What follows belongs to an exercise in optimizing a design on an open flow for a short achievable clock period and few clock cycles; a production flow would make more cautious choices.
No run shown here included a check of the RTL's function; only the layout flow was run.
Power figures rest on the tool's default switching activity, not on a simulated workload.

==> design/flow/design.v <==
package isaPkg;
	typedef logic [17:0] instrT;
	typedef logic [15:0] dataT;
	typedef logic [3:0] regSelT;
	typedef logic [3:0] opcodeT;
	typedef struct packed {
		logic low;
		logic negative;
		logic zero;
	} flagsT;
	localparam int NUM_REGS = 16;
	localparam regSelT LINK_REG = 4'd12;
	localparam regSelT SP_REG = 4'd13;
	localparam logic [1:0] TYPE_N = 2'b00;
	localparam opcodeT N_REG_ALU = 4'd0;
	localparam opcodeT N_MEM_REG = 4'd1;
	localparam opcodeT MOVMR = 4'd0;
	localparam opcodeT MOVRM = 4'd1;
	localparam opcodeT ALU_INC = 4'd0;
	localparam opcodeT ALU_DEC = 4'd1;
	localparam opcodeT ADD = 4'd2;
	localparam opcodeT SUB = 4'd3;
	localparam opcodeT AND = 4'd4;
	localparam opcodeT OR = 4'd5;
	localparam opcodeT XOR = 4'd6;
	localparam opcodeT NOT = 4'd7;
	localparam opcodeT LSH = 4'd8;
	localparam opcodeT RSH = 4'd9;
	localparam opcodeT ARSH = 4'd10;
	localparam opcodeT CMP = 4'd11;
	localparam opcodeT MOVR = 4'd12;
	localparam opcodeT MUL = 4'd13;
	localparam opcodeT FMUL = 4'd14;
	localparam opcodeT CALL = 4'd4;
	localparam opcodeT MOVMRI = 4'd5;
	localparam opcodeT MOVRMI = 4'd6;
	localparam opcodeT RET = 4'd7;
	localparam opcodeT JL = 4'd8;
	localparam opcodeT JLE = 4'd9;
	localparam opcodeT JNE = 4'd10;
	localparam opcodeT JE = 4'd11;
	localparam opcodeT POP = 4'd12;
	localparam opcodeT PUSH = 4'd13;
	localparam opcodeT PUSHI = 4'd14;
	localparam opcodeT INCDEC = 4'd15;
	localparam logic [1:0] INCR = 2'd0;
	localparam logic [1:0] DECR = 2'd1;
endpackage
package corePkg;
	typedef enum logic [1:0] {
		ST_FETCH,
		ST_EXEC,
		ST_MEM,
		ST_WB
	} seqStateT;
	typedef enum logic {
		OPB_REG,
		OPB_IMM
	} operandSelT;
	typedef enum logic [1:0] {
		WB_ALU,
		WB_MEM,
		WB_PCLINK
	} wbDataSelT;
	typedef enum logic [1:0] {
		PC_INC,
		PC_JUMP,
		PC_LINK
	} pcSelT;
	typedef enum logic [1:0] {
		ADR_PC,
		ADR_IMM,
		ADR_SRCREG,
		ADR_SP
	} addrSelT;
endpackage
module cpuTop (
	input  logic        clk,
	input  logic        rst,
	input  logic [17:0] wbDatIn,
	input  logic        wbAck,
	output logic [15:0] wbAdr,
	output logic [15:0] wbDatOut,
	output logic        wbWe,
	output logic        wbCyc,
	output logic        wbStb
);
	localparam int CW = 5;             
	localparam int CN = 1 << CW;
	localparam int TW = 16 - CW;
	logic [15:0] regs [16];
	logic fLow, fNeg, fZero;
	logic [15:0] fpc;                  
	logic        fMatch;               
	logic        irV;
	logic [17:0] ir;
	logic [15:0] irPc;
	logic        bFetch, bLoad;        
	logic [3:0]  ldDst;
	logic [CN-1:0] cV;
	logic [TW-1:0] cTag [CN];
	logic [17:0]   cDat [CN];
	assign wbStb = wbCyc;
	logic ack, busFree, ldPend;
	assign ack = wbCyc & wbAck;
	assign busFree = !wbCyc | wbAck;
	assign ldPend = wbCyc & bLoad;
	logic        isN, immForm, isAlu, aluWr, flagWr;
	logic [3:0]  nsub, sop, op, rd, rs, rp, ra;
	logic        isCall, isRet, isJcc, taken, isPush, isPop, isIncDec;
	logic        isLd, isSt, isMovmr, isMovrm, isMovmri, isMovrmi;
	logic [15:0] A, Bs, B, r12, r13, res, sum, aluRes;
	logic [16:0] diff;
	logic [15:0] absAdr, pcInc, npc, memAdr;
	logic        haz, xMem, xGo, mispredict;
	assign isN = ir[17:16] == 2'b00;
	assign nsub = ir[15:12];
	assign sop = ir[17:14];
	assign rd = ir[11:8];
	assign rs = ir[3:0];
	assign rp = ir[13:10];
	assign immForm = isN && nsub[3:1] != 3'b000;
	assign op = immForm ? nsub : ir[7:4];
	assign isAlu = isN && nsub != 4'd1;
	assign aluWr = isAlu && ((op >= 4'd2 && op <= 4'd10) || op == 4'd12);
	assign flagWr = isAlu && (op >= 4'd2 && op <= 4'd11);
	assign isMovmr = isN && nsub == 4'd1 && ir[7:4] == 4'd0;
	assign isMovrm = isN && nsub == 4'd1 && ir[7:4] == 4'd1;
	assign isCall = sop == 4'd4;
	assign isMovmri = sop == 4'd5;
	assign isMovrmi = sop == 4'd6;
	assign isRet = sop == 4'd7;
	assign isJcc = sop[3:2] == 2'b10;
	assign isPop = sop == 4'd12 && rp != 4'd12 && rp != 4'd13;
	assign isPush = sop == 4'd13;
	assign isIncDec = sop == 4'd15 && !ir[13];
	assign isLd = isMovmr || isMovmri || isPop;
	assign isSt = isMovrm || isMovrmi || isPush;
	assign xMem = isLd || isSt;
	assign ra = isPush ? rp : rd;
	assign A = regs[ra];
	assign Bs = regs[rs];
	assign r12 = regs[12];
	assign r13 = regs[13];
	assign B = immForm ? {8'h00, ir[7:0]} : Bs;
	assign sum = A + B;
	assign diff = {1'b0, A} - {1'b0, B};
	always_comb begin
		case (op)
			4'd2: aluRes = sum;
			4'd3, 4'd11: aluRes = diff[15:0];
			4'd4: aluRes = A & B;
			4'd5: aluRes = A | B;
			4'd6: aluRes = A ^ B;
			4'd7: aluRes = ~B;
			4'd8: aluRes = A << B[3:0];
			4'd9: aluRes = A >> B[3:0];
			4'd10: aluRes = 16'($signed(A) >>> B[3:0]);
			default: aluRes = B;
		endcase
	end
	always_comb begin
		case (sop[1:0])
			2'd0: taken = fLow | fNeg;
			2'd1: taken = fLow | fNeg | fZero;
			2'd2: taken = !fZero;
			default: taken = fZero;
		endcase
	end
	assign absAdr = {2'b00, ir[13:0]};
	assign pcInc = irPc + 16'd1;
	assign npc = (isCall || (isJcc && taken)) ? absAdr : isRet ? r12 : pcInc;
	assign memAdr = (isMovmri || isMovrmi) ? absAdr : isPush ? r13 : isPop ? r13 - 16'd1 : Bs;
	assign haz = ldPend && (rd == ldDst || rs == ldDst || rp == ldDst || (!isN && ldDst[3:2] == 2'b11));
	assign xGo = irV && !haz && (!xMem || busFree);
	assign mispredict = xGo && npc != fpc;
	logic [CW-1:0] fIdx;
	logic          hit, fromBus, fDeliver, irFree;
	logic [17:0]   fIns;
	logic [15:0]   pred, fpcInc;
	logic          fetchReq;
	logic [15:0]   fetchAdr;
	assign fIdx = fpc[CW-1:0];
	assign hit = cV[fIdx] && cTag[fIdx] == fpc[15:CW];
	assign fromBus = fMatch & wbAck;
	assign irFree = !irV || xGo;
	assign fDeliver = irFree && !mispredict && (hit || fromBus);
	assign fIns = fromBus ? wbDatIn : cDat[fIdx];
	assign fpcInc = fpc + 16'd1;
	always_comb begin
		if (fIns[17:14] == 4'd4 || fIns[17:16] == 2'b10)
			pred = {2'b00, fIns[13:0]};
		else if (fIns[17:14] == 4'd7)
			pred = r12;
		else
			pred = fpcInc;
	end
	always_comb begin
		fetchReq = 1'b0;
		fetchAdr = fpc;
		if (mispredict) begin
			fetchReq = 1'b1;
			fetchAdr = npc;
		end else if (fDeliver && fromBus) begin
			fetchReq = 1'b1;
			fetchAdr = pred;
		end else if (!fDeliver && !hit && !fMatch) begin
			fetchReq = 1'b1;
		end
	end
	logic stIssue, ldIssue, fIssue;
	assign stIssue = xGo && isSt;
	assign ldIssue = xGo && isLd;
	assign fIssue = busFree && !(xGo && xMem) && fetchReq;
	always_ff @(posedge clk) begin
		if (rst) begin
			wbCyc <= 1'b0;
			wbWe <= 1'b0;
			bFetch <= 1'b0;
			bLoad <= 1'b0;
			fMatch <= 1'b0;
			fpc <= '0;
			irV <= 1'b0;
			fLow <= 1'b0;
			fNeg <= 1'b0;
			fZero <= 1'b0;
			for (int i = 0; i < 16; i++)
				regs[i] <= '0;
			cV <= '0;
		end else begin
			if (ack) begin
				wbCyc <= 1'b0;
				wbWe <= 1'b0;
				bFetch <= 1'b0;
				bLoad <= 1'b0;
			end
			if (xGo && xMem) begin
				wbCyc <= 1'b1;
				wbWe <= isSt;
				bFetch <= 1'b0;
				bLoad <= isLd;
			end else if (fIssue) begin
				wbCyc <= 1'b1;
				wbWe <= 1'b0;
				bFetch <= 1'b1;
				bLoad <= 1'b0;
			end
			if (fIssue)
				fMatch <= 1'b1;
			else if (ack || fDeliver || mispredict)
				fMatch <= 1'b0;
			if (mispredict) begin
				fpc <= npc;
				irV <= 1'b0;
			end else if (fDeliver) begin
				fpc <= pred;
				irV <= 1'b1;
			end else if (xGo) begin
				irV <= 1'b0;
			end
			if (ack && bFetch) begin
				cV[wbAdr[CW-1:0]] <= 1'b1;
			end else if (ack && wbWe) begin
				if (cTag[wbAdr[CW-1:0]] == wbAdr[15:CW])
					cV[wbAdr[CW-1:0]] <= 1'b0;
			end
			if (ack && bLoad)
				regs[ldDst] <= wbDatIn[15:0];
			if (xGo) begin
				if (aluWr)
					regs[rd] <= aluRes;
				if (isIncDec)
					regs[rd] <= ir[12] ? A - 16'd1 : A + 16'd1;
				if (isCall)
					regs[12] <= pcInc;
				if (isPush)
					regs[13] <= r13 + 16'd1;
				if (isPop)
					regs[13] <= r13 - 16'd1;
				if (flagWr) begin
					fLow <= (op == 4'd3 || op == 4'd11) && diff[16];
					fNeg <= aluRes[15];
					fZero <= aluRes == 16'd0;
				end
			end
		end
	end
	always_ff @(posedge clk) begin
		if (xGo && xMem) begin
			wbAdr <= memAdr;
			wbDatOut <= A;
			ldDst <= isPop ? rp : rd;
		end else if (fIssue) begin
			wbAdr <= fetchAdr;
		end
		if (!mispredict && fDeliver) begin
			ir <= fIns;
			irPc <= fpc;
		end
		if (ack && bFetch) begin
			cTag[wbAdr[CW-1:0]] <= wbAdr[15:CW];
			cDat[wbAdr[CW-1:0]] <= wbDatIn;
		end
	end
endmodule
==> design/flow/run.sh <==
#!/bin/bash
# synth_recipe.tcl (not shown) runs the flow's synth.tcl, then flattens the netlist and writes it again
# the make line also repeats each setting of config.mk as NAME=value (left out here)
make -C /OpenROAD-flow-scripts/flow DESIGN_CONFIG=/design/flow/config.mk WORK_HOME=/design/flow/orfs CLKGATE_MAP_FILE= SYNTH_SCRIPT=/design/flow/synth_recipe.tcl finish
==> design/flow/config.mk <==
export PLATFORM = sky130hd
export DESIGN_NAME = cpuTop
export DESIGN_NICKNAME = cpuTop
export VERILOG_FILES = /design/flow/design.v
export SDC_FILE = /design/flow/constraint.sdc
export NUM_CORES = 4
export LEC_CHECK = 0
export CAP_MARGIN = 20
export CORE_MARGIN = 2
export CORE_UTILIZATION = 40
export SLEW_MARGIN = 20
==> design/flow/constraint.sdc <==
create_clock -name core_clock -period 11.0 [get_ports {clk}]
set_input_delay 2.2000 -clock core_clock [delete_from_list [all_inputs] [get_ports {clk}]]
set_output_delay 2.2000 -clock core_clock [all_outputs]
set_load 0.01 [all_outputs]
==> results of run 1 <==
[tightest hold or removal path, delay by kind of cell (launching register included)]
family	cells	cell delay [ns]
AOI/OAI and AO/OA	2	0.12
DFF	1	0.30
[area by class of cell]
class | count | area, um2
flip-flops and latches | 1325 | 39100
inverters | 90 | 338
well taps | 2233 | 2790
multi-input cells | 3113 | 28000
diodes | 1 | 2.50
fillers | 15100 | 94400
clock buffers | 177 | 3710
clock inverters | 78 | 852
repair buffers | 246 | 1950
[sequential cells by signal (all words and copies together) (netlist names), 16 cells and up, named ones only]
register and flops:
cDat 576, cTag 352, fpc 16, ir 18, irPc 16, regs 256, wbAdr 16, wbDatOut 16
[Yosys cell counts (24+ instances only)]
cell type     n
edfxtp_1   1254
buf_2       104
nor3_1       91
o21ai_1      43
inv_1        85
nand4_1      32
xnor2_1      66
dfxtp_1      71
ha_1         71
mux2i_1     143
clkbuf_1    237
nand3_1      84
a211oi_1     34
xor2_1       37
a22oi_1      24
nand2_1     403
or3_1        54
a31oi_1      32
a21oi_1     210
mux4_2      503
buf_1        37
a221oi_1     50
o22ai_1      63
o211ai_1     29
o21ai_0     228
a22o_1      117
nor2_1      373
[stage by stage]
step           util, %  worst slack, ns  instance area, um2  hold slack (ns)
2_1_floorplan        -             5.38               68800            0.406
3_5_place_dp      42.1             3.13               72100            0.464
5_1_grt           44.8             2.39               76700            0.511
3_3_place_gp      42.1             3.20               72100            0.459
4_1_cts           44.8             3.09               76700            0.472
6_report          44.8             2.80               76700            0.474
[routing by layer]
layer | vias up | global-route usage, %
met5 | - | 0
met4 | 2 | 13.2
met3 | 684 | 7.14
met2 | 3052 | 42.2
met1 | 24600 | 35.9
li1 | 19700 | -
[logic make-up after synthesis]
kind of cell	Yosys count
and+or+nand+nor	1214
DFF	1325
AOI/OAI and AO/OA	1053
adders and majority gates	74
xor gates and xnor gates	103
buffers and inverters	491
muxes	669
[worst min path at each step]
| stage | from | to | slack [ns] | cells after the start |
|---|---|---|---|---|
| final | flip-flop | flip-flop | 0.47 | 2 |
| after global routing | flip-flop | flip-flop | 0.51 | 2 |
| after CTS | flip-flop | flip-flop | 0.47 | 2 |
| after detailed placement | flip-flop | flip-flop | 0.46 | 2 |
| after global placement | flip-flop | flip-flop | 0.46 | 2 |
| after floorplan | fpc[10]$_SDFFE_PP0N_ | irPc[10]$_DFFE_PP_ | 0.41 | 0 |
[power groups by stage]
stage	clock network, mW	registers [mW]	logic [mW]
after floorplan	0	5.98	3.01
after global placement	0	6.15	4.49
after detailed placement	0	6.15	4.49
after CTS	4.82	6.04	4.51
after global routing	5.02	6.06	4.85
final	4.77	6.04	4.64
==> metrics.md, run 1 <==
| Metric | Value |
|---|---|
| Die Ht | `419 um` |
| Largest net degree at the start of global routing | `97` |
| CP arrival | `between 8 and 9 ns` |
| Final GP Congestion | `between 1 and 1.5` |
| Routed wl met3 | `~27000 um` |
| RSZ-0062 raised after global routing | `false` |
| Area leader, netlist | `edfxtp_1` |
| Final worst-path cycle share | `between 70% and 80%` |
| Max incr delay on CP | `0.99 ns` |
| Crit path max-delay family | `compound AO/OA/AOI/OAI gates` |
| Crit path max-delay cell type | `mux2i_2` |
| Power Density | `approximately 200 nW/um2` |
| Clock-pin transition on the worst setup and hold timing paths | `approximately 0.07 ns` |
| Initial antenna violation count | `5` |
| Syn avg cell area | `between 10 and 15 um2` |
| CORE AREA | `approximately 170000 um2` |
| Max VDD drop | `0.173 mV` |
| Vias post-DR | `48000` |
| Status | `no timing/DRC/antenna violations` |
| IO Pins | `between 50 and 60` |
| Crit. Startpoint | `ir[15]$_DFFE_PP_` |
| Crit-path cells | `and4b_4, buf_4, mux2i_2, o22ai_1, a2111oi_0, nor3_2, inv_1, ha_1, o21ai_0, a21boi_0, o41ai_1, o21ai_0, o41ai_1, o21ai_0, xnor2_1, a22oi_1, a32o_1, nor2_1, a21oi_2, o21ai_0` |
| Max Clock Freq | `roughly 120 MHz` |
| Total negative slack | `0 ns` |
| WL per Instance | `33.3 um` |
| Total GRT Usage | `between 20% and 30%` |
| CTS sink cnt | `~1300` |
| Initial core utilization | `about two fifths` |
| WL final | `between 200000 and 250000 um` |
| CP Depth | `20` |
| Area Overhead vs Synth | `11.6%` |
| EDFF count, synth | `~1300` |
| Most frequent cells in the layout | `1254 x edfxtp_1, 503 x mux4_2, 402 x nand2_1, 335 x nor2_1, 228 x o21ai_0` |
| Crit path to | `regs[4][13]$_DFFE_PP_` |
| Routed Antenna Nets | `0` |
| Critical Path RT | `~12 ns` |
| Max Transition Viols Final | `0` |
| Synth top area share | `between 50% and 60%` |
| Share of flip-flops with an asynchronous set or reset | `0%` |
| Crit-path max FO | `18` |
| Flops & latches, synth | `about 1300` |
| Max Cap Viol | `0` |
| Switching Power | `about 5.3 mW` |
| Global-route wire length before repair | `~340000 um` |
| Pleak | `between 20 and 25 nW` |
| Slew @ Worst Pin | `~1.2 ns` |
| Detailed placement HPWL | `around 150000 um` |
| CTS root buffer | `clkbuf_16` |
| H-tree Lvls | `4` |
| Seq/Total Area, Yosys | `a little under three fifths` |
| Mapped Cells | `4929` |
| Synth Warn # | `1` |
| Mux share of post-synthesis cell area | `between 10% and 20%` |
| Max Root-Sink Buffers | `3` |
| Final Critical Period | `8.20 ns` |
| Crit path launch type | `flip-flop` |
| Full die area | `approximately 180000 um2` |
| Sw Share | `between 30% and 40%` |
| Met1 wire length | `slightly above 90000 um` |
| Share of layout cells above drive strength 1 | `about a fifth` |
| Crit Path Class | `flip-flop to flip-flop` |
| Netlist cell types | `~100` |
| Vias per cell | `around 6.6` |
| 1st-iter DRT viols | `slightly above 7000` |
| Pre-Repair DR Iteration Count | `10` |
| Main combinational cell family by area after synthesis | `multiplexers` |
| Syn Nets | `roughly 5000` |
| Die span in x | `roughly 420 um` |
| Xor and xnor area share after synthesis | `roughly 1.3%` |
| Most common cell after layout, fill and taps aside | `edfxtp_1` |
| Simple-Gate Fraction of Synth Area | `under 10%` |
| Highest Signal Layer | `met5` |
| Worst skew pair latency | `roughly 0.81 ns` |
| Final setup fails | `0` |
| Vias in the first global route | `roughly 46000` |
| PostCTS Resize Cnt | `0` |
| Hold WC Path Type | `flip-flop to flip-flop` |
| Synth Area in Compound Gates | `between 10% and 20%` |
| Combinational power share | `30.0%` |
| Power Total | `15.4 mW` |
| CTS tree | `built` |
| Buf/Inv on CP | `2` |
| GRT overflow | `0` |
| Reg power frac | `between 30% and 40%` |
| CTS buffer count | `between 100 and 150` |
| Post-Layout Cell Count | `between 7000 and 8000` |
| Met2 WL | `about 110000 um` |
| Flop2flop setup slack | `roughly 2.8 ns` |
| Cell Rows | `~150` |
| Setup Skew | `approximately 0.05 ns` |
| Power Internal | `between 10 and 15 mW` |
| CTS Hold Bufs | `0` |
| Final nets | `5012` |
| I/O Buffers | `55` |
| Top FF cell, synth | `edfxtp_1` |
| Synth area leaders | `edfxtp_1 55%, mux4_2 16%, nand2_1 2.2%` |
| Worst setup EP type | `flip-flop` |
| Remaining DRCs | `0` |
| Final Hold Fails | `0` |
| Setup repair bufs after CTS | `0` |
| Adder-Cell Fraction of Synth Area | `under 10%` |
| Clock share of power | `a little under a third` |
| Most common cell on crit path | `o21ai_0` |
| Reg2Reg Depth | `20` |
| Worst R2R Start | `ir[15]$_DFFE_PP_` |
| Slew headroom | `approximately 16%` |
| Placed Instances | `around 7000` |
| FF-to-FF End | `regs[4][13]$_DFFE_PP_` |
| Cell Area, Synth | `~69000 um2` |
==> inputs of run 2 (changes only) <==
--- a/design/flow/config.mk
+++ b/design/flow/config.mk
@@ -5,7 +5,9 @@
 export SDC_FILE = /design/flow/constraint.sdc
 export NUM_CORES = 4
 export LEC_CHECK = 0
+export ABC_CLOCK_PERIOD_IN_PS = 3000
 export CAP_MARGIN = 20
 export CORE_MARGIN = 2
 export CORE_UTILIZATION = 40
+export SETUP_SLACK_MARGIN = 5
 export SLEW_MARGIN = 20
==> run 2 against run 1 <==
Final area rose by 2.4%. Non-clock buffer count increased by 82. Largest cell class unchanged. Cell count grew 1.2%. Sequential power barely moved. Highest routed layer unchanged. Combinational power is about 10% higher. Synthesized area unchanged. Clock power about the same. First-iteration DRC count down 2.2%. Total power rose by 3.0%.
==> metrics.md, run 2 <==
| Metric | Value |
|---|---|
| Count leader, synth | `edfxtp_1` |
| Routed Antenna Nets | `0 (unchanged)` |
| Seq/Total Area, Yosys | `56.8% (unchanged)` |
| Critical Path RT | `11.43 ns (-0.08 ns)` |
| CTS tree | `built` |
| Initial core utilization | `40.2% (unchanged)` |
| 1st-iter DRT viols | `7048 (-2.2%)` |
| Detailed placement HPWL | `151000 um (unchanged)` |
| Vias post-DR | `48700 (+1.4%)` |
| Flops & latches, synth | `1325 (unchanged)` |
| IO Pins | `56 (unchanged)` |
| RSZ-0062 raised after global routing | `true` |
| Max Root-Sink Buffers | `3 (unchanged)` |
| WL final | `245000 um (+1.4%)` |
| Top FF cell, synth | `edfxtp_1` |
| Synth top area share | `54.8% (unchanged)` |
| Pre-Repair DR Iteration Count | `6 (-4)` |
| CTS Hold Bufs | `0 (unchanged)` |
| Max VDD drop | `0.173 mV (+0.32%)` |
| WL per Instance | `33.4 um (+0.16%)` |
| Vias in the first global route | `46800 (+1.4%)` |
| Total GRT Usage | `27.7% (+0.33 points)` |
| Final Critical Period | `6.20 ns (-2.01 ns)` |
| Synth Warn # | `1 (unchanged)` |
| CP arrival | `6.63 ns (-2.09 ns)` |
| CTS root buffer | `clkbuf_16` |
| Max Clock Freq | `161 MHz (+32%)` |
| Global-route wire length before repair | `348000 um (+1.2%)` |
| Setup Skew | `0.0520 ns (+0.00202 ns)` |
| Area Overhead vs Synth | `14.3%` |
| Synth area leaders | `edfxtp_1 55%, mux4_2 16%, nand2_1 2.2%` |
| Worst skew pair latency | `0.81 ns (about the same)` |
| Hold WC Path Type | `flip-flop to flip-flop` |
| Placed Instances | `7004 (unchanged)` |
| Crit-path max FO | `16 (-2)` |
| I/O Buffers | `55 (unchanged)` |
| Largest net degree at the start of global routing | `97 (unchanged)` |
| Worst setup EP type | `flip-flop` |
| EDFF count, synth | `1254 (unchanged)` |
| Remaining DRCs | `0 (unchanged)` |
| Vias per cell | `6.63 (+0.24%)` |
| Placed inst area | `72100 um2 (unchanged)` |
| Slew headroom | `18.3% (+2.1 points)` |
| Crit Path Class | `primary input to flip-flop` |
| Final setup fails | `0 (unchanged)` |
| Max Transition Viols Final | `0 (unchanged)` |
| Cell Rows | `152 (unchanged)` |
| Most frequent cells in the layout | `1254 x edfxtp_1, 503 x mux4_2, 396 x nand2_1, 323 x nor2_1, 226 x buf_4` |
| Hold depth | `2 (unchanged)` |
| Initial antenna violation count | `10 (+5)` |
| CORE AREA | `171000 um2 (unchanged)` |
| CTS sink cnt | `1325 (unchanged)` |
| Mapped Cells | `4929 (unchanged)` |
| Final worst-path cycle share | `56.3% (-18 points)` |
| Final nets | `5095 (+1.7%)` |
| CTS buffer count | `141 (unchanged)` |
| Worst R2R Start | `ir[17]$_DFFE_PP_` |
| Final GP Congestion | `1.03 (unchanged)` |
| Max Cap Viol | `0 (unchanged)` |
| Slew @ Worst Pin | `1.22 ns (-0.00774 ns)` |
| Full die area | `175000 um2 (unchanged)` |
| Share of flip-flops with an asynchronous set or reset | `0% (unchanged)` |
| GRT overflow | `0 (unchanged)` |
| Max FFs per register | `576 (unchanged)` |
| Syn avg cell area | `14.0 um2 (unchanged)` |
| Layout Utilization | `45.9% (+1.1 points)` |
| Power Density | `202 nW/um2 (+0.56%)` |
| Netlist cell types | `103 (unchanged)` |
| Syn Nets | `5024 (unchanged)` |
| Most common cell after layout, fill and taps aside | `edfxtp_1` |
| Flop2flop setup slack | `4.84 ns (+2.04 ns)` |
| Status | `no timing/DRC/antenna violations` |
| Cell Area, Synth | `68800 um2 (unchanged)` |
| Final Hold Fails | `0 (unchanged)` |
| Most frequent cells after synthesis | `1254 x edfxtp_1, 503 x mux4_2, 403 x nand2_1, 373 x nor2_1, 237 x clkbuf_1` |
| Crit path launch type | `primary input` |
| Die Ht | `419 um (unchanged)` |
| Share of layout cells above drive strength 1 | `24.2% (+3.3 points)` |
| Total negative slack | `0 ns (unchanged)` |
| Post-Layout Cell Count | `7350 (+1.2%)` |
| H-tree Lvls | `4 (unchanged)` |
| Pleak | `25.2 nW (+2.7%)` |
| Die span in x | `419 um (unchanged)` |
| Final Cell Area | `78600 um2 (+2.4%)` |
| Area leader, netlist | `edfxtp_1` |
| FF-to-FF End | `regs[11][5]$_DFFE_PP_` |
| Reg2Reg Depth | `14 (-30%)` |
| Clock-pin transition on the worst setup and hold timing paths | `0.06 ns (about the same)` |
## run 2: worst max path at each step
stage / start / cells after the start / end
2_1_floorplan: ir[15]$_DFFE_PP_ / 23 / regs[6][12]$_DFFE_PP_
3_3_place_gp: ir[15]$_DFFE_PP_ / 20 / regs[12][13]$_DFFE_PP_
3_5_place_dp: ir[15]$_DFFE_PP_ / 21 / regs[10][14]$_DFFE_PP_
4_1_cts: wbAck / 10 / regs[8][3]$_DFFE_PP_
5_1_grt: ir[17]$_DFFE_PP_ / 15 / fZero$_SDFFE_PP0P_
6_report: wbAck / 10 / regs[11][5]$_DFFE_PP_
## run 2: repair_timing
| action | 4_1_cts | 5_1_grt |
|---|---|---|
| pin swaps | 13 | 20 |
| gates cloned | 3 | 0 |
| buffers inserted | 57 | 25 |
| setup endpoints to repair | 419 | 415 |
| resized for setup | 132 | 79 |
| hold endpoints to repair | 0 | 0 |
## run 2: worst max-delay path: stages
cell and delay (ns):
clkdlybuf4s50_1 0.58, o21ai_1 0.11, nand2_1 0.12, nand2_1 0.37, or4_1 0.99, o41ai_4 0.25
nand3_1 0.45, nor2_1 0.63, buf_4 0.32, or3_2 0.57
## run 2: logic make-up after synthesis
family	synth area share, %
AOI/OAI and AO/OA	10.4
xor gates and xnor gates	1.31
adders and majority gates	1.38
buffers and inverters	3.03
DFF	56.8
muxes	19.0
and+or+nand+nor	8.12
## run 2: through the flow
stage	setup WS, ns	power [mW]	hold WS, ns
floorplan	5.38	8.99	0.406
global placement	3.20	10.6	0.459
detailed placement	3.13	10.6	0.464
CTS	4.94	15.6	0.472
global route	4.65	16.4	0.511
finish	4.80	15.9	0.474
## run 2: metal layers
metal	up-vias	wire (um)	global-route usage, %
met5	-	62	0
met4	10	14600	13.6
met3	735	26900	7.45
met2	3158	111000	42.7
met1	24900	92300	36.1
li1	19900	-	-
## run 2: cell type report
type	count	area [um2]
flip-flops and latches	1325	39100
clock buffers	177	3710
repair buffers	328	2980
diodes	5	12.5
fillers	15000	92600
inverters	90	349
multi-input cells	3114	28800
clock inverters	78	852
well taps	2233	2790
## run 2: report_power, final
part | switching, mW | internal [mW]
clock | 2.09 | 2.68
sequential | 0.262 | 5.76
combinational | 3.14 | 1.97
total | 5.50 | 10.4
==> inputs of run 3 (changes only) <==
==> design/flow/flow/run.sh (new file) <==
#!/bin/bash
set -euo pipefail
bash standard.sh SETUP_SLACK_MARGIN=8 finish > make_finish.log 2>&1
==> design/flow/standard.sh (new file) <==
#!/bin/bash
# synth_recipe.tcl (not shown) runs the flow's synth.tcl, then flattens the netlist and writes it again
# the make line also repeats each setting of config.mk as NAME=value (left out here)
make -C /OpenROAD-flow-scripts/flow DESIGN_CONFIG=/design/flow/config.mk WORK_HOME=/design/flow/orfs CLKGATE_MAP_FILE= SYNTH_SCRIPT=/design/flow/synth_recipe.tcl "${@:-finish}"
==> design/flow/config.mk (replaced) <==
export PLATFORM = sky130hd
export DESIGN_NAME = cpuTop
export DESIGN_NICKNAME = cpuTop
export VERILOG_FILES = /design/flow/design.v
export SDC_FILE = /design/flow/constraint.sdc
export NUM_CORES = 4
export LEC_CHECK = 0
export CAP_MARGIN = 20
export CORE_MARGIN = 2
export CORE_UTILIZATION = 40
export SLEW_MARGIN = 20
removed: design/flow/run.sh
==> run 3 against run 2 <==
Critical endpoint is now regs[12][12]$_DFFE_PP_. Cell count is 6.7% higher. Synthesized area did not move. Still clean. Critical path depth grew 11. Clock power is 0.8% lower. Non-clock buffer count rose by 490.
==> metrics.md, run 3 <==
| Metric | Value |
|---|---|
| Status | `no timing/DRC/antenna violations` |
| RSZ-0062 raised after global routing | `true` |
| Crit Path Class | `flip-flop to flip-flop` |
| Worst skew pair latency | `0.80 ns (about the same)` |
| Slew @ Worst Pin | `1.15 ns (-0.0720 ns)` |
| Netlist cell types | `103 (unchanged)` |
| Max Cap Viol | `0 (unchanged)` |
| Worst setup EP type | `flip-flop` |
| Die Ht | `419 um (unchanged)` |
| CORE AREA | `171000 um2 (unchanged)` |
| Final nets | `5599 (+9.9%)` |
| Synth area leaders | `edfxtp_1 55%, mux4_2 16%, nand2_1 2.2%` |
| Most common cell after layout, fill and taps aside | `edfxtp_1` |
| CTS buffer count | `139 (-1.4%)` |
| Final Critical Period | `5.76 ns (-0.437 ns)` |
| Syn Nets | `5024 (unchanged)` |
| Hold depth | `2 (unchanged)` |
| Most frequent cells after synthesis | `1254 x edfxtp_1, 503 x mux4_2, 403 x nand2_1, 373 x nor2_1, 237 x clkbuf_1` |
| Mapped Cells | `4929 (unchanged)` |
| Synth Warn # | `1 (unchanged)` |
| Pre-Repair DR Iteration Count | `9 (+3)` |
| Power Internal | `12.0 mW (+15%)` |
| CP arrival | `6.29 ns (-0.34 ns)` |
| Final Cell Area | `89500 um2 (+14%)` |
| Mux share of post-synthesis cell area | `19.0% (unchanged)` |
| Critical Path RT | `11.53 ns (+0.10 ns)` |
| Cell Rows | `152 (unchanged)` |
| Seq/Total Area, Yosys | `56.8% (unchanged)` |
| Switching Power | `6.67 mW (+21%)` |
| Reg2Reg Depth | `21 (+7)` |
| Area Overhead vs Synth | `30.2%` |
| Share of layout cells above drive strength 1 | `40.5% (+16 points)` |
| Max Transition Viols Final | `0 (unchanged)` |
| Power Total | `18.6 mW (+17%)` |
| Syn avg cell area | `14.0 um2 (unchanged)` |
| WL final | `282000 um (+15%)` |
| Main combinational cell family by area after synthesis | `multiplexers` |
| CTS tree | `built` |
| Crit-path max FO | `22 (+6)` |
| Layout Utilization | `52.3% (+6.4 points)` |
| Global-route wire length before repair | `383000 um (+10%)` |
| Reg power frac | `32.0% (-5.9 points)` |
| Max Clock Freq | `174 MHz (+7.6%)` |
| Max Root-Sink Buffers | `3 (unchanged)` |
| Routed Antenna Nets | `0 (unchanged)` |
| Total negative slack | `0 ns (unchanged)` |
| Power Density | `208 nW/um2 (+2.8%)` |
| Count leader, synth | `edfxtp_1` |
| Clock share of power | `25.4% (-4.6 points)` |
| CTS root buffer | `clkbuf_16` |
| Vias in the first global route | `50000 (+6.9%)` |
| Max FFs per register | `576 (unchanged)` |
| Area leader, netlist | `edfxtp_1` |
| Vias post-DR | `53300 (+9.5%)` |
| Share of flip-flops with an asynchronous set or reset | `0% (unchanged)` |
| Setup slack after layout | `5.24 ns (+0.437 ns)` |
| Final worst-path cycle share | `52.4% (-4.0 points)` |
| Synth Area in Compound Gates | `10.4% (unchanged)` |
| Hold WC Path Type | `flip-flop to flip-flop` |
| Final GP Congestion | `1.01 (-1.8%)` |
| Placed Instances | `6973 (-0.44%)` |
| Synth top area share | `54.8% (unchanged)` |
| Sw Share | `35.8% (+1.2 points)` |
| Initial core utilization | `40.2% (unchanged)` |
| Crit path launch type | `flip-flop` |
| Clock-pin transition on the worst setup and hold timing paths | `0.06 ns (about the same)` |
| Final Hold Fails | `0 (unchanged)` |
| Initial antenna violation count | `9 (-1)` |
| 1st-iter DRT viols | `8561 (+21%)` |
| Detailed placement HPWL | `154000 um (+2.5%)` |
| Remaining DRCs | `0 (unchanged)` |
| Full die area | `175000 um2 (unchanged)` |
| EDFF count, synth | `1254 (unchanged)` |
| GRT overflow | `0 (unchanged)` |
| Flops & latches, synth | `1325 (unchanged)` |
| CTS sink cnt | `1325 (unchanged)` |
| WL per Instance | `36.0 um (+7.8%)` |
| IO Pins | `56 (unchanged)` |
| Final setup fails | `0 (unchanged)` |
| Cell Area, Synth | `68800 um2 (unchanged)` |
| Vias per cell | `6.80 (+2.6%)` |
| H-tree Lvls | `4 (unchanged)` |
| Post-Layout Cell Count | `7844 (+6.7%)` |
| Die span in x | `419 um (unchanged)` |
| Pre-CTS setup slack | `3.25 ns (+0.122 ns)` |
| Slew headroom | `23.0% (+4.6 points)` |
| Pleak | `29.9 nW (+19%)` |
| Hold slack | `0.457 ns (-0.0165 ns)` |
| Combinational power share | `42.6% (+10 points)` |
| CTS Hold Bufs | `0 (unchanged)` |
| Max VDD drop | `0.164 mV (-5.1%)` |
| Adder-Cell Fraction of Synth Area | `1.38% (unchanged)` |
| Largest net degree at the start of global routing | `57 (-41%)` |
| Top FF cell, synth | `edfxtp_1` |
| Total GRT Usage | `30.9% (+3.3 points)` |
| Setup Skew | `0.0323 ns (-0.0198 ns)` |
| I/O Buffers | `55 (unchanged)` |
| Most frequent cells in the layout | `1254 x edfxtp_1, 503 x mux4_2, 388 x buf_4, 349 x nand2_1, 275 x nor2_1` |
| Simple-Gate Fraction of Synth Area | `8.12% (unchanged)` |
| Xor and xnor area share after synthesis | `1.31% (unchanged)` |
| Placed inst area | `72900 um2 (+1.0%)` |
run 3: cell count changes in the layout (fill, tap and decap cells not counted), sizes merged, moves of 4 or more:
cell | previous run | this run
clkdlybuf4s50 | 38 | 0
buf | 287 | 777
bufbuf | 2 | 26
or3 | 54 | 60
mux2 | 18 | 22
run 3: power by group through the flow:
| stage | clock (mW) | sequential [mW] | combinational [mW] |
|---|---|---|---|
| after floorplan | 0 | 5.98 | 3.34 |
| after global placement | 0 | 6.19 | 4.72 |
| after detailed placement | 0 | 6.19 | 4.72 |
| after CTS | 4.77 | 5.94 | 6.79 |
| after global routing | 4.97 | 5.95 | 8.09 |
| final | 4.73 | 5.96 | 7.95 |
run 3: what timing repair did:
action	4_1_cts	5_1_grt
resized for setup	901	414
pin swaps	168	217
setup buffers	364	161
endpoints found under the hold margin	0	0
setup endpoints to repair	1666	786
gates cloned	81	17
run 3: area by class of cell:
| type | count | area [um2] |
|---|---|---|
| fill | 13900 | 81600 |
| multi-input combinational | 3130 | 32200 |
| clock inverter | 80 | 860 |
| timing repair buffer | 818 | 10500 |
| inverter | 90 | 402 |
| sequential | 1325 | 39100 |
| clock buffer | 165 | 3630 |
| antenna | 3 | 7.51 |
| tap | 2233 | 2790 |
run 3: path summary, 6_finish.rpt:
| kind | start | endpoint | slack (ns) |
|---|---|---|---|
| setup / recovery | ir[15]$_DFFE_PP_ | regs[12][12]$_DFFE_PP_ | 5.24 |
| hold reg to reg | flip-flop | flip-flop | 0.46 |
| hold / removal | flip-flop | flip-flop | 0.46 |
| setup reg to reg | ir[15]$_DFFE_PP_ | regs[12][12]$_DFFE_PP_ | 5.24 |
run 3: per-layer routing:
layer  wire, um  up-vias  GRT usage [%]
met4      21000        8           17.7
met2     125000     4138           46.9
met1     102000    27100           40.1
li1           -    21000              -
met3      34800     1102           8.35
met5         56        -              0
run 3: cells by family after synthesis:
logic type	count (synthesis)
flip-flops	1325
AND/OR/NAND/NOR	1214
AO/OA/AOI/OAI	1053
multiplexers	669
buffers and inverters	491
XOR/XNOR	103
adder cells (fa/ha/maj)	74
run 3: worst max-delay path, cell delays in order (launching register included):
cell and delay [ns]:
edfxtp_1 0.39, and4b_4 0.47, buf_12 0.18, mux2i_4 0.32, buf_4 0.24, buf_16 0.21, mux2i_1 0.12, a22oi_2 0.35
nand3_1 0.22, o21ai_2 0.21, buf_8 0.23, ha_1 0.42, a21oi_1 0.35, o32a_1 0.19, o211ai_1 0.12, nor4b_2 0.28
a32oi_2 0.18, a21oi_2 0.25, a21oi_4 0.10, buf_12 0.16, buf_12 0.15, a221o_1 0.31

## afterwards: timing with drivers on the ports
Ports are ideal in the flow. The routed layouts listed here were re-timed in OpenROAD. Step 1 assumes that a clkbuf_16 drives the clock port and a buf_2 every other input. Step 2 times the ports against the registers' clock, not the clock port: input delays grow and output delays shrink by t, the midpoint of the rising clock arrivals with the driver on. Slacks: ideal ports / drivers / drivers and shift; pairs: ideal ports / drivers.
run | t, ns | setup slack, ns | worst setup path at the end | clock arrival spread, ns | pins driven straight from the clock port
run 1 | 0.859 | 2.796 / 2.796 / 2.796 | register to register | 0.051 / 0.050 | 1
run 2 | 0.861 | 4.803 / 4.803 / 3.942 | input to register | 0.052 / 0.053 | 1
run 3 | 0.861 | 5.240 / 5.240 / 5.240 | register to register | 0.034 / 0.033 | 1
After both steps every run listed still meets setup and hold. The setup slack of run 2, which loses most, moves by 0.000 ns with the drivers and by -0.861 ns with both steps.
